Background: an optimization exercise with open tools, aiming at a short achievable clock period and few clock cycles. Do not read the settings as production practice. The RTL was checked by simulation tests, not by an equivalence proof against the original design. Power and IR drop assume default switching activity.

==> trial 23: inputs <==
## mipsCore
module mipsCore (
    input  logic                  clk,
    input  logic                  rstN,
    output logic                  memReqValid,
    output logic                  memReqWrite,
    output logic [31:0]           memReqAddr,
    output logic [31:0]           memReqWdata,
    input  logic                  memCredit,
    input  logic                  memRspValid,
    input  logic [31:0]           memRspData
);
    localparam int CW = 6;             
    localparam int NC = 1 << CW;
    localparam int TW = 12 - CW;       
    localparam int PW = 63;            
    logic [1:0]    used;
    logic [1:0]    tgRp;
    logic [1:0]    tgWp;
    logic [2:0]    tgV;
    logic          tgLd [3];
    logic [11:0]   tgPc [3];
    logic [2:0]    tgE  [3];
    logic          rqV;
    logic          rqLd;
    logic [11:0]   rqPc;
    logic [2:0]    rqE;
    logic [31:0]   rqW;
    logic [1:0]    dqCnt;
    logic          dqHd;
    logic          dqW  [2];
    logic          dqSkip [2];
    logic [15:0]   dqOH [2];      
    logic [31:0]   dqA  [2];
    logic [31:0]   dqD  [2];
    logic [1:0]    pqCnt;
    logic          pqHd;
    logic [11:0]   pqA  [2];
    logic [2:0]    pqE  [2];      
    logic [15:0]   dcV;
    logic [7:0]    dcTag [16];
    logic [31:0]   dcD   [16];
    logic          dcqV;        
    logic [31:0]   dcqW;
    logic [11:0]   ldA;         
    logic [15:0]   ldOH;        
    logic          ldDirty;     
    logic [NC-1:0] cV;
    logic [TW-1:0] cTag  [NC];
    logic [31:0]   cData [NC];
    logic [2:0]    cPre  [NC];    
    logic [11:0]   ppc;
    logic [2:0]    pEpoch;        
    logic          p2V;
    logic [11:0]   p2Pc;
    logic          p2Hit;
    logic [31:0]   fa;
    logic          f2V;
    logic [31:0]   f2Pc;
    logic [31:0]   f2Pc4;
    logic [31:0]   f2W;
    logic [2:0]    f2Pre;
    logic          f2Hit;
    logic          sV;
    logic [31:0]   sPc4;
    logic [31:0]   sW;
    logic          dV;
    logic [31:0]   dPc4;
    logic [31:0]   dW;
    logic          eV;
    logic          eWe;
    logic [4:0]    eDest;
    logic          eSub;
  ...
Settings: LEC_CHECK=0, ABC_CLOCK_PERIOD_IN_PS=2500, CAP_MARGIN=20, CORE_MARGIN=2, CORE_UTILIZATION=30, PLACE_DENSITY=0.35, SETUP_SLACK_MARGIN=5, SLEW_MARGIN=20, TNS_END_PERCENT=10; clock period 11.0 ns.
run.sh (not shown) runs the stock make flow with config.mk's settings and CLKGATE_MAP_FILE= SYNTH_SCRIPT=/design/flow/synth_recipe.tcl, a recipe that flattens the netlist after the stock synthesis.
==> inputs of trial 90, as changes to trial 23 <==
--- a/flow/design.v
+++ b/flow/design.v
@@ -599,12 +599,14 @@
     assign rqJ   = rqW[31:26] == 6'h02;
     assign rqB   = rqW[31:26] == 6'h04 && rqW[25:21] == rqW[20:16];
     assign pFollow   = rqFetch && rqE == pEpoch &&
                        ((rqJ && rqW[11:0] > rqPc) || (rqB && !rqW[15]));
     assign pFollowTo = rqJ ? rqW[11:0] : rqPc + 12'd1 + rqW[11:0];
     logic pResetMiss;
+    logic [11:0] f2PcP1;      
+    assign f2PcP1 = f2Pc[13:2] + 12'd1;
     always_comb begin
         pReset   = 1'b0;
         pResetMiss = 1'b0;
         pResetTo = ppc;
         if (eTaken && rdAhead > 12'(PW)) begin
             pReset   = 1'b1;
@@ -773,23 +775,23 @@
     always_ff @(posedge clk) begin
         if (!rstN) begin
             ppc <= 12'hc00;
             p2V <= 1'b0;
             pEpoch <= 3'd0;
         end else if (pReset) begin
-            ppc <= pResetMiss ? pResetTo + 12'd1 : pResetTo;
+            ppc <= pResetMiss ? f2PcP1 : pResetTo;
             p2V <= pResetMiss;
             pEpoch <= pEpoch + 3'd1;
         end else if (p2Load) begin
             ppc <= ppc + 12'd1;
             p2V <= 1'b1;
         end
         if (!rstN) begin
             pIdxN <= ~CW'(12'hc00);
         end else if (pReset) begin
-            pIdxN <= pResetMiss ? ~(pResetTo[CW-1:0] + CW'(1)) : ~pResetTo[CW-1:0];
+            pIdxN <= pResetMiss ? ~f2PcP1[CW-1:0] : ~pResetTo[CW-1:0];
         end else if (p2Load) begin
             pIdxN <= ~(ppc[CW-1:0] + CW'(1));
         end
         if (pReset) begin
             p2Pc  <= pResetTo;
             p2Hit <= 1'b0;
==> flow/flow/run.sh (new file) <==
#!/bin/bash
set -uo pipefail
MARGIN=8
bash standard.sh synth > run_synth.log 2>&1 || { tail -40 run_synth.log; exit 1; }
bash standard.sh SETUP_SLACK_MARGIN=$MARGIN "BUFFER_PORTS_ARGS=-buffer_cell sky130_fd_sc_hd__buf_8" MATCH_CELL_FOOTPRINT=0 finish > run_layout.log 2>&1 || { tail -40 run_layout.log; exit 1; }
==> flow/standard.sh (new file) <==
#!/bin/bash
# synth_recipe.tcl (not shown) runs the flow's synth.tcl, then flattens the netlist and writes it again
# the make line also repeats each setting of config.mk as NAME=value (left out here)
make -C /OpenROAD-flow-scripts/flow DESIGN_CONFIG=/design/flow/config.mk WORK_HOME=/design/flow/orfs CLKGATE_MAP_FILE= SYNTH_SCRIPT=/design/flow/synth_recipe.tcl "${@:-finish}"
--- a/flow/config.mk
+++ b/flow/config.mk
@@ -7,9 +7,8 @@
 export LEC_CHECK = 0
 export ABC_CLOCK_PERIOD_IN_PS = 2500
 export CAP_MARGIN = 20
 export CORE_MARGIN = 2
 export CORE_UTILIZATION = 30
 export PLACE_DENSITY = 0.35
-export SETUP_SLACK_MARGIN = 5
 export SLEW_MARGIN = 20
-export TNS_END_PERCENT = 10
+export TNS_END_PERCENT = 30
removed: flow/run.sh
==> notes.md <==
cell chain of the critical path=ha_1 > fa_2 > a21o_1 > a21oi_2 > o211ai_1 > a2111o_1 > o211ai_1 > and4_4 > buf_6 > buf_6 > buf_6 > nand2b_4 > nor2_4 > buf_12 > clkinvlp_4 > o211a_1; met2 routed wirelength=648,800 um; Setup Buffers After CTS=between 1,000 and 1,500; Tapcell Cnt=around 10,000; met1 usage=47.65%; Slew headroom=17.12%; clock buffer instance count of the final layout=869; total leakage power=around 100 nW; non-clock inverter total of the final layout=226; utilization after layout=between 30% and 40%; clock latency reported for the late side of the worst-skew pair=1.19 ns; result of the run=finished clean; maximum vdd ir drop=0.0002178 V
Source of the figures above: trial 90

==> notes.md <==
Setup Buffers After CTS=0; cell with the largest stage delay on the worst path=sky130_fd_sc_hd__o32ai_1; non-clock inverter total of the final layout=239; met2 routed wirelength=625,300 um; number of design-rule violations left by the first detailed-router iteration=30,750; clock latency reported for the late side of the worst-skew pair=1.18 ns; utilization after layout=34.99%; cell chain of the critical path=buf_4 > nand2b_1 > nor2_1 > a2111oi_1 > nand3_1 > or4_1 > o32ai_1 > buf_4 > xor2_1 > nand4_1 > o41ai_1 > and2_1; total leakage power=90.84 nW; Slew headroom=a little under an eighth; Tapcell Cnt=between 10,000 and 15,000; result of the run=finished clean; maximum vdd ir drop=0.0001837 V; multi-input logic portion of the cell area=a little over a quarter; Critical Path Start=pIdxN[5]; met1 usage=between 40% and 50%; RSZ-0062 raised after global routing=false; level count of the clock H-tree=6; number of clock buffers inserted by TritonCTS=~650
Source of the figures above: trial 23

Testbench counts of trial 23, summed over its fixed seeds: cycles 45,493.
Testbench counts of trial 90, summed over its fixed seeds: cycles 45,493.

-- port drivers added, routing unchanged --
How much do the figures lean on ideal ports? The routed layouts below were timed once more, with nothing changed but the port constraints. Step 1 (the two cells are an assumption about what drives the block):
set clk [get_ports {clk}]
set_driving_cell -lib_cell sky130_fd_sc_hd__clkbuf_16 $clk
set_driving_cell -lib_cell sky130_fd_sc_hd__buf_2 [delete_from_list [all_inputs] $clk]
Step 2 times the ports against the registers' clock, not the clock port: input delays grow and output delays shrink by t, the midpoint of the rising clock arrivals with the driver on. Slacks: no drivers / after step 1 / after step 2; pairs: no drivers / after step 1.
| run | shift t [ns] | setup WS [ns] | worst setup path at the end | clock arrival spread, ns | worst register clock-pin slew, ns |
|---|---|---|---|---|---|
| trial 23 | 1.300 | 5.175 / 5.175 / 5.175 | register to register | 0.073 / 0.073 | 0.07 / 0.07 |
| trial 90 | 1.299 | 7.080 / 7.032 / 6.353 | input to register | 0.082 / 0.082 | 0.07 / 0.07 |
After both steps setup and hold are still met in every run listed. The setup slack of trial 90, which loses most, moves by -0.048 ns with the drivers and by -0.727 ns with both steps.
